This is an optimization exercise on Yosys and OpenROAD, whose aim is small area, a short achievable clock period and few clock cycles, not a production implementation.
No run shown here included a check of the RTL's function; only the layout flow was run.
No activity file was given, so power comes from the tool's default toggle rates.

==> flow/design.v (outline; a module is shown in full before it is edited, if it fits) <==
// module conv_loader: 15 lines
// module frame_ram: 20 lines
// module conv_fa: 11 lines
// module conv_ha: 10 lines
// module conv_engine: 2532 lines
// module conv2d_top: 170 lines
module conv2d_top
(
    input  logic        i_clk,
    input  logic        i_rst,
    input  logic [9:0]  i_pix,      
    input  logic [9:0]  i_wgt,      
    output logic [26:0] o_out,      
    output logic        o_busy
);
  // ...
==> flow/run.sh <==
#!/bin/bash
# synth_recipe.tcl (not shown) runs the flow's synth.tcl, then flattens the netlist and writes it again
# the make line also repeats each setting of config.mk as NAME=value (left out here)
make -C /OpenROAD-flow-scripts/flow DESIGN_CONFIG=/design/flow/config.mk WORK_HOME=/design/flow/orfs CLKGATE_MAP_FILE= SYNTH_SCRIPT=/design/flow/synth_recipe.tcl finish
==> flow/config.mk <==
export PLATFORM = sky130hd
export DESIGN_NAME = conv2d_top
export DESIGN_NICKNAME = conv2d_top
export VERILOG_FILES = /design/flow/design.v
export SDC_FILE = /design/flow/constraint.sdc
export NUM_CORES = 4
export LEC_CHECK = 0
export CAP_MARGIN = 20
export CORE_MARGIN = 2
export CORE_UTILIZATION = 40
export SLEW_MARGIN = 20
export SYNTH_HIERARCHICAL = 1
export SYNTH_MINIMUM_KEEP_SIZE = 0
==> flow/constraint.sdc <==
create_clock -name core_clock -period 8.0 [get_ports {i_clk}]
set_input_delay 1.6000 -clock core_clock [delete_from_list [all_inputs] [get_ports {i_clk}]]
set_output_delay 1.6000 -clock core_clock [all_outputs]
set_load 0.01 [all_outputs]
==> impl_metrics.ini, run 1 <==
[pwr]
sequential_group_share_of_total_power_pct = 36.5
cell_internal_pwr_mw = 5.18
power.switching_fraction_pct = 34.1
power.largest_group = sequential cells
max-vdd-ir-drop_v = 0.000179

[setup_path]
arrival_ns = 4.16
timing.critical_path.to = u_engine.q5_s1522
timing.rr.end = u_engine.q5_s1522
slowest_stage = sky130_fd_sc_hd__fa_1

[clock_tree]
clock-root-buffer = sky130_fd_sc_hd__clkbuf_16
clockBufferDepth = 3
cts.hold.buffers_added = 0
cts_buffers = 45
cts.clk_slew.worst_paths_ns = 0.06

[finish]
registers.top_by_ff_count = u_ram.slot
area_of_the_multi_input_gates_sq_um = 16200
num-nets-final = 2505
nonClkBufAreaFrac_pct = 1.79
largestClassByArea = multi-input combinational cells

[routing]
detail_route.wirelength.met1_mm = 29.5

[sta]
worst_hold_margin_ns = 0.325
post-route-worst-setup-slack_ns = 4.27
max_slew_vio_count = 0
hold_viol = 0

[placed_design]
placed_wire_length_estimate_after_detailed_placement_mm = 59.5
port_buffers = 47

[synth]
synth_mux_area_share_pct = 0.570
synth_top_family_by_area = adder cells
synth.area.top_cells = sky130_fd_sc_hd__fa_1 (40%), sky130_fd_sc_hd__edfxtp_1 (25%), sky130_fd_sc_hd__dfxtp_1 (13%), sky130_fd_sc_hd__and3_1 (12%), sky130_fd_sc_hd__ha_1 (1.9%)
yosys.area.top_type = sky130_fd_sc_hd__fa_1
yosysMostFrequentCell = sky130_fd_sc_hd__fa_1

[die]
dieArea_sq_um = 69600
number_of_i_o_pins = 50
core.rowCount = 95
initial_utilization_pct = 40.3

[global_route]
globalRouteMet3Util_pct = 2.63
total_overflow_reported_by_the_global_router = 0
first_pass_grt_wire_length_mm = 112

[hold_path]
holdCritStartpoint = u_engine.q10_q5_s960

[outcome]
outcome = no timing/DRC/antenna violations
==> run 2: changes to the inputs <==
--- a/flow/config.mk
+++ b/flow/config.mk
@@ -10,2 +10,3 @@
 export CORE_UTILIZATION = 40
+export SETUP_SLACK_MARGIN = 5
 export SLEW_MARGIN = 20
==> run 2 against run 1 <==
Compared with the run above:
- clock skew is 0.016 ns lower
- sequential cell count stayed put
- critical path depth stayed put
- sequential power is 2% lower
- first-iteration DRC count is 39% higher
- via count is 12% higher
- setup slack better by 0.18 ns
- die area stayed put
- clock-buffer cell count is 5 higher
- global-route usage is 1.8 points higher
- design area is 12% higher
- non-clock buffer count is 253 higher
==> impl_metrics.ini, run 2 <==
[outcome]
outcome = no timing/DRC/antenna violations

[finish]
layout_commonest_cell = sky130_fd_sc_hd__and3_1
design_area_sq_um = 33500
largest_register_ff_count = 144
post_route_cells_drive_above_1_share_pct = 33.7
layout_common_cells = sky130_fd_sc_hd__and3_1 (424), sky130_fd_sc_hd__fa_2 (275), sky130_fd_sc_hd__fa_1 (266), sky130_fd_sc_hd__edfxtp_1 (224), sky130_fd_sc_hd__buf_4 (185)
registers.top_by_ff_count = u_ram.slot
num-nets-final = 2758
area_delta_synth_final_pct = 24.1
largestRegisters = u_ram.slot (144), u_loader.ker_q (72), out_data (20)
diodes = 0

[synth]
seq_cells_post_synth = 404
yosysMostFrequentCell = sky130_fd_sc_hd__fa_1
seq_area_frac_synth_pct = 38.3
yosys.cell_types.count = 50
synthTopCellsByCount = sky130_fd_sc_hd__fa_1 (541), sky130_fd_sc_hd__and3_1 (510), sky130_fd_sc_hd__edfxtp_1 (224)
yosys.area.top_type = sky130_fd_sc_hd__fa_1
postSynth.asyncResetShare_pct = 0
synth_area_per_cell_sq_um = 14.3
synthesis.area_sq_um = 27000
number_of_synthesized_flops_with_an_enable_pin = 224
yosys_warnings = 14
synth.area.top_cells = sky130_fd_sc_hd__fa_1 (40%), sky130_fd_sc_hd__edfxtp_1 (25%), sky130_fd_sc_hd__dfxtp_1 (13%), sky130_fd_sc_hd__and3_1 (12%), sky130_fd_sc_hd__ha_1 (1.9%)
postSynthCellCount = 1888
synth_flop_cell = sky130_fd_sc_hd__edfxtp_1
syn_nets = 2491
yosys.area.top_type_share_pct = 40.1

[global_route]
track_usage_pct = 23.9
grt_antenna_before_repair = 2
grt_start_max_net_pins = 67
first_pass_grt_wire_length_mm = 122
grt_pass1_vias = 18948
total_overflow_reported_by_the_global_router = 0

[setup_path]
highest_net_fanout_along_the_worst_path = 8
slowest_stage = sky130_fd_sc_hd__fa_2
crit_type = reg2reg
cp-start-kind = flip-flop
crit_path_end_kind = flip-flop
critical_path.cell_chain = buf_12 > and3_4 > fa_2 > fa_2 > fa_2 > fa_2 > fa_2
worstPathRequired_ns = 8.45
path_common_cell = sky130_fd_sc_hd__fa_2
regToRegStartpoint = keep[1]
crit_start = keep[1]
arrival_ns = 4.00
max_stage_delay_ns = 0.63
r2r_cells = 7

[clock_tree]
clock_network_latency_to_the_later_pin_of_the_worst_skew_pair_ns = 0.58
clock-root-buffer = sky130_fd_sc_hd__clkbuf_16
clockBufferDepth = 3
htree_levels = 2
cts.hold.buffers_added = 0
tritoncts = yes
cts_buffers = 45
clock_sink_count = 404
cts.clk_slew.worst_paths_ns = 0.06

[sta]
max_slew_vio_count = 0
clock_skew_ns = 0.00956
worst_hold_margin_ns = 0.320
maxSlewHeadroom_pct = 24.5
hold_viol = 0
fmax_mhz = 281
unrepaired_setup_endpoints_after_global_routing = yes
setup_viol = 0
final_period_minus_worst_setup_slack_ns = 3.55
fin_setup_tns_ns = 0
period_share_pct = 44.4
tightestPinTransition_ns = 1.13

[routing]
post-route-drc-count = 0
via_count = 17869
drt-initial-drc-count = 2227
finalWirelength_mm = 84.7
drtAntennaViolNets = 0
post_drt_via_cell_ratio = 5.83
drt-wirelength-per-cell_um = 27.6
drt_pass1_iterations = 5

[die]
fp.coreArea_sq_um = 67000
height_of_the_chip_um = 264
die_width_um = 264
initial_utilization_pct = 40.3
dieArea_sq_um = 69600
number_of_i_o_pins = 50
core.rowCount = 95

[hold_path]
holdCritPathClass = reg2reg
holdCritStartpoint = u_engine.q5_s1484
min_delay_path_depth = 0

[pwr]
design_power_total_mw = 8.28
max-vdd-ir-drop_v = 0.000342
power.density_cell_area_nw_per_um2 = 247
power.static_leakage_nw = 14.5

[placed_design]
port_buffers = 47
total_cell_area_at_the_placement_stage_sq_um = 28700
placed_wire_length_estimate_after_detailed_placement_mm = 60.0
routabilityCongestion = 0.885

[flow_run]
max_capacitance_violation_count = 0
-- run 2: logic make-up after synthesis --
| kind of cell | synth area share [%] |
|---|---|
| and+or+nand+nor | 14.8 |
| muxes | 0.570 |
| AOI/OAI and AO/OA | 1.82 |
| buffers and inverters | 1.75 |
| DFF | 38.3 |
| adders and majority gates | 42.0 |
| xor gates and xnor gates | 0.811 |
| other | 0.0139 |
-- run 2: critical path, delay by kind of cell, from the launching register on --
family / cells / cell delay, ns
fa+ha+maj: 5 / 2.57
simple gates: 1 / 0.19
buf+inv: 1 / 0.17
flops: 1 / 0.47
-- run 2: path summary, 6_finish.rpt --
check                           slack, ns                    end
worst min-delay path                 0.32  u_engine.q10_q5_s1484
worst max register to register       4.45      u_engine.q5_s1530
worst min register to register       0.32  u_engine.q10_q5_s1484
worst max-delay path                 4.45      u_engine.q5_s1530
-- run 2: per-module statistics from Yosys (local to each module, per instance) --
module	times used	flops+latches	cells inside
conv2d_top	1	62	225
conv_engine	1	126	897
conv_fa	541	0	1
conv_ha	9	0	1
conv_loader	1	72	72
frame_ram	1	144	144
-- run 2: repair_timing --
item                       4_1_cts  5_1_grt
gates resized for setup        192      140
setup buffers                  182       55
setup endpoints to repair      112       86
pin swaps                       72       76
gates cloned                     7        8
-- run 2: cell type report --
class / instances / area [sq um]
clock inverters: 22 / 225
repair buffers: 309 / 3010
flip-flops and latches: 404 / 10400
inverters: 27 / 101
multi-input cells: 1368 / 17400
well taps: 873 / 1090
clock buffers: 62 / 1340
fillers: 5565 / 33500
-- run 2: power by group --
group	switching (mW)	internal [mW]
Sequential	0.174	2.63
Combinational	1.83	1.47
Clock	0.903	1.28
-- run 2: per-stage QoR --
step | setup slack, ns | util (%) | std cells
after detailed placement | 4.24 | 42.8 | 2729
final | 4.45 | 50.0 | 3065
after global placement | 4.26 | 42.8 | 2729
after global routing | 4.43 | 50.0 | 3065
after CTS | 4.50 | 48.3 | 3002
after floorplan | 4.70 | - | 1888
-- run 2: layer usage --
layer,routed length [um],global-route usage [%]
met1,31600,30.4
met2,40400,39.6
met3,7880,4.60
met4,4800,10.9
met5,11,0
==> run 3: changes to the inputs <==
--- a/flow/config.mk
+++ b/flow/config.mk
@@ -10,3 +10,3 @@
 export CORE_UTILIZATION = 40
-export SETUP_SLACK_MARGIN = 5
+export SETUP_SLACK_MARGIN = 4.6
 export SLEW_MARGIN = 20
==> run 3 against run 2 <==
Compared with the run above:
- still clean
- critical path type unchanged
- global-route usage is 0.37 points lower
- setup slack worse by 0.010 ns
- critical path depth is 1 lower
- total power is 2.4% lower
- design area is 2.6% lower
==> impl_metrics.ini, run 3 <==
[outcome]
outcome = no timing/DRC/antenna violations

[finish]
registers.top_by_ff_count = u_ram.slot
design_area_sq_um = 32600
layout_commonest_cell = sky130_fd_sc_hd__and3_1
post_route_cells_drive_above_1_share_pct = 24.6
layout_common_cells = sky130_fd_sc_hd__and3_1 (461), sky130_fd_sc_hd__fa_1 (404), sky130_fd_sc_hd__edfxtp_1 (224), sky130_fd_sc_hd__dfxtp_1 (172), sky130_fd_sc_hd__buf_4 (160)
largestRegisters = u_ram.slot (144), u_loader.ker_q (72), out_data (20)
final_util_pct = 48.7
area_delta_synth_final_pct = 20.8
num-nets-final = 2729
largest_register_ff_count = 144

[routing]
post-route-drc-count = 0
finalWirelength_mm = 84.7
drt_pass1_iterations = 5
drt-wirelength-per-cell_um = 27.9
drt-initial-drc-count = 2228
drtAntennaViolNets = 0
via_count = 17605
post_drt_via_cell_ratio = 5.79

[synth]
number_of_synthesized_flops_with_an_enable_pin = 224
yosys_warnings = 14
yosys.cell_types.count = 50
synthesis.area_sq_um = 27000
seq_cells_post_synth = 404
synthTopCellsByCount = sky130_fd_sc_hd__fa_1 (541), sky130_fd_sc_hd__and3_1 (510), sky130_fd_sc_hd__edfxtp_1 (224)
postSynthCellCount = 1888
yosys.area.top_type = sky130_fd_sc_hd__fa_1
seq_area_frac_synth_pct = 38.3
synth_area_per_cell_sq_um = 14.3
yosys.area.top_type_share_pct = 40.1
synth_flop_cell = sky130_fd_sc_hd__edfxtp_1
synth.area.top_cells = sky130_fd_sc_hd__fa_1 (40%), sky130_fd_sc_hd__edfxtp_1 (25%), sky130_fd_sc_hd__dfxtp_1 (13%), sky130_fd_sc_hd__and3_1 (12%), sky130_fd_sc_hd__ha_1 (1.9%)
syn_nets = 2491
yosysMostFrequentCell = sky130_fd_sc_hd__fa_1
postSynth.asyncResetShare_pct = 0

[clock_tree]
clockBufferDepth = 3
cts.hold.buffers_added = 0
htree_levels = 2
tritoncts = yes
clock-root-buffer = sky130_fd_sc_hd__clkbuf_16
cts.clk_slew.worst_paths_ns = 0.06
clock_network_latency_to_the_later_pin_of_the_worst_skew_pair_ns = 0.60
clock_sink_count = 404
cts_buffers = 46

[setup_path]
kind_of_cell_with_the_highest_combined_delay_on_the_critical_path = adder cells
max_stage_delay_ns = 0.71
path_common_cell = sky130_fd_sc_hd__fa_2
slowest_stage = sky130_fd_sc_hd__fa_2
crit_type = reg2reg
worstPathRequired_ns = 8.54
cp-start-kind = flip-flop
crit_path_end_kind = flip-flop
critical_path.cell_chain = and3_1 > fa_1 > fa_2 > fa_1 > fa_2 > fa_2
highest_net_fanout_along_the_worst_path = 8
arrival_ns = 4.10
critical_path_buf_inv_count = 0
regToRegStartpoint = u_loader.ker_q[38]
crit_start = u_loader.ker_q[38]

[sta]
fin_setup_tns_ns = 0
fmax_mhz = 281
maxSlewHeadroom_pct = 31.0
unrepaired_setup_endpoints_after_global_routing = yes
hold_viol = 0
setup_viol = 0
period_share_pct = 44.5
clock_skew_ns = 0.0253
tightestPinTransition_ns = 1.04
final_period_minus_worst_setup_slack_ns = 3.56
max_slew_vio_count = 0

[pwr]
power.static_leakage_nw = 14.6
sequential_group_share_of_total_power_pct = 34.8
clock_power_share_pct = 26.4
power.density_cell_area_nw_per_um2 = 248
max-vdd-ir-drop_v = 0.000231
pwr-share-comb_pct = 38.8
cell_internal_pwr_mw = 5.27
design_power_total_mw = 8.09
power.switching_fraction_pct = 34.8
net_switching_power_of_the_design_mw = 2.82

[die]
height_of_the_chip_um = 264
die_width_um = 264
core.rowCount = 95
number_of_i_o_pins = 50
dieArea_sq_um = 69600
fp.coreArea_sq_um = 67000
initial_utilization_pct = 40.3

[placed_design]
total_cell_area_at_the_placement_stage_sq_um = 28300
placed_wire_length_estimate_after_detailed_placement_mm = 60.1
port_buffers = 47
routabilityCongestion = 0.885

[global_route]
globalRouteMet3Util_pct = 3.01
grt_antenna_before_repair = 1
first_pass_grt_wire_length_mm = 120
gr-usage-met1_pct = 30.6
grt-busiest-layer = met2
total_overflow_reported_by_the_global_router = 0
grt_start_max_net_pins = 65
met2_usage_pct = 39.1
grt_pass1_vias = 18748
track_usage_pct = 23.5

[hold_path]
holdCritPathClass = reg2reg
holdCritStartpoint = u_engine.q5_s960

[flow_run]
max_capacitance_violation_count = 0
## run 3: cell types whose count changed in the layout (fill, tap and decap cells not counted), sizes merged, moves of 3 or more
cell           change
buf               -34
clkinvlp           +3
dlygate4sd2       -28
inv                +3
clkdlybuf4s50     +27
## run 3: worst paths after layout
path	endpoint	slack [ns]	depth (start not counted)
setup reg to reg	u_engine.q5_s1552	4.44	6
hold reg to reg	u_engine.q10_q5_s960	0.32	0
setup / recovery	u_engine.q5_s1552	4.44	6
hold / removal	u_engine.q10_q5_s960	0.32	0
## run 3: routing by layer
layer	vias to the layer above	part of all wire (%)
li1	7103	-
met1	9272	38
met2	1008	48
met3	222	8.2
met4	0	6.2
met5	-	0
## run 3: logic make-up (layout without fill, tap and decap cells)
group	after synthesis	count (layout)	synth area share, %
compound gates	71	71	1.82
xor+xnor	25	25	0.811
fa+ha+maj	581	581	42.0
buf+inv	116	391	1.75
flops	404	404	38.3
mux	14	14	0.570
other cells	1	3	0.0139
simple gates	676	676	14.8
## run 3: worst register-to-register path, cell delays in order, from the launching register on
cell                       delay (ns)
sky130_fd_sc_hd__edfxtp_1        0.57
sky130_fd_sc_hd__and3_1          0.30
sky130_fd_sc_hd__fa_1            0.54
sky130_fd_sc_hd__fa_2            0.71
sky130_fd_sc_hd__fa_1            0.49
sky130_fd_sc_hd__fa_2            0.38
sky130_fd_sc_hd__fa_2            0.52
## run 3: per-module statistics from Yosys, one instance, submodules excluded
module | copies in the design | flip-flops and latches
conv_ha | 9 | 0
conv_fa | 541 | 0
frame_ram | 1 | 144
conv2d_top | 1 | 62
conv_loader | 1 | 72
conv_engine | 1 | 126
## run 3: metrics by stage
stage | setup WS, ns | hold WS (ns) | instances
2_1_floorplan | 4.61 | 0.310 | 1888
3_3_place_gp | 4.28 | 0.312 | 2728
3_5_place_dp | 4.27 | 0.312 | 2728
4_1_cts | 4.51 | 0.320 | 2981
5_1_grt | 4.43 | 0.321 | 3036
6_report | 4.44 | 0.324 | 3038
## run 3: what timing repair did
action,in CTS,in global routing
cloned,5,12
pin swaps,44,71
endpoints found under the setup margin,67,51
resized for setup,133,131
setup buffers,163,42
hold endpoints to repair,0,0
## run 3: final cells by class
type                    count  area [sq um]
diodes                      2          5.00
clock buffers              56          1260
clock inverters            29           260
fillers                  5743         34400
inverters                  27           101
multi-input cells        1368         16800
flip-flops and latches    404         10400
well taps                 873          1090
repair buffers            279          2750
## run 3: power groups by stage
stage               clock network (mW)  registers, mW  logic, mW
floorplan                            0           2.84       1.77
global placement                     0           2.90       2.90
detailed placement                   0           2.92       2.96
CTS                               2.18           2.83       3.10
global route                      2.25           2.85       3.45
finish                            2.13           2.81       3.14

-- re-timing with driven ports --
No port has a modelled driver above. Below, the same layouts with a new extraction and two added sets of constraints. Step 1 assumes that a clkbuf_16 drives the clock port and a buf_2 every other input. Step 2 moves the port delays by t, midway between the first and last clock arrival at a register: inputs arrive t later, outputs are due t later. That takes back most of the time a late clock gives input paths. Three values: ideal ports, drivers, drivers and shift; two values: the first two.
| run | shift t [ns] | setup WS [ns] | slew at the worst register clock pin (ns) | worst slew at a driven data input, ns |
|---|---|---|---|---|
| run 1 | 0.632 | 4.271 / 4.271 / 4.271 | 0.07 / 0.07 | 0.04 |
| run 2 | 0.639 | 4.448 / 4.448 / 4.448 | 0.06 / 0.06 | 0.05 |
| run 3 | 0.644 | 4.437 / 4.437 / 4.437 | 0.07 / 0.07 | 0.04 |
After both steps every run listed still meets setup and hold.
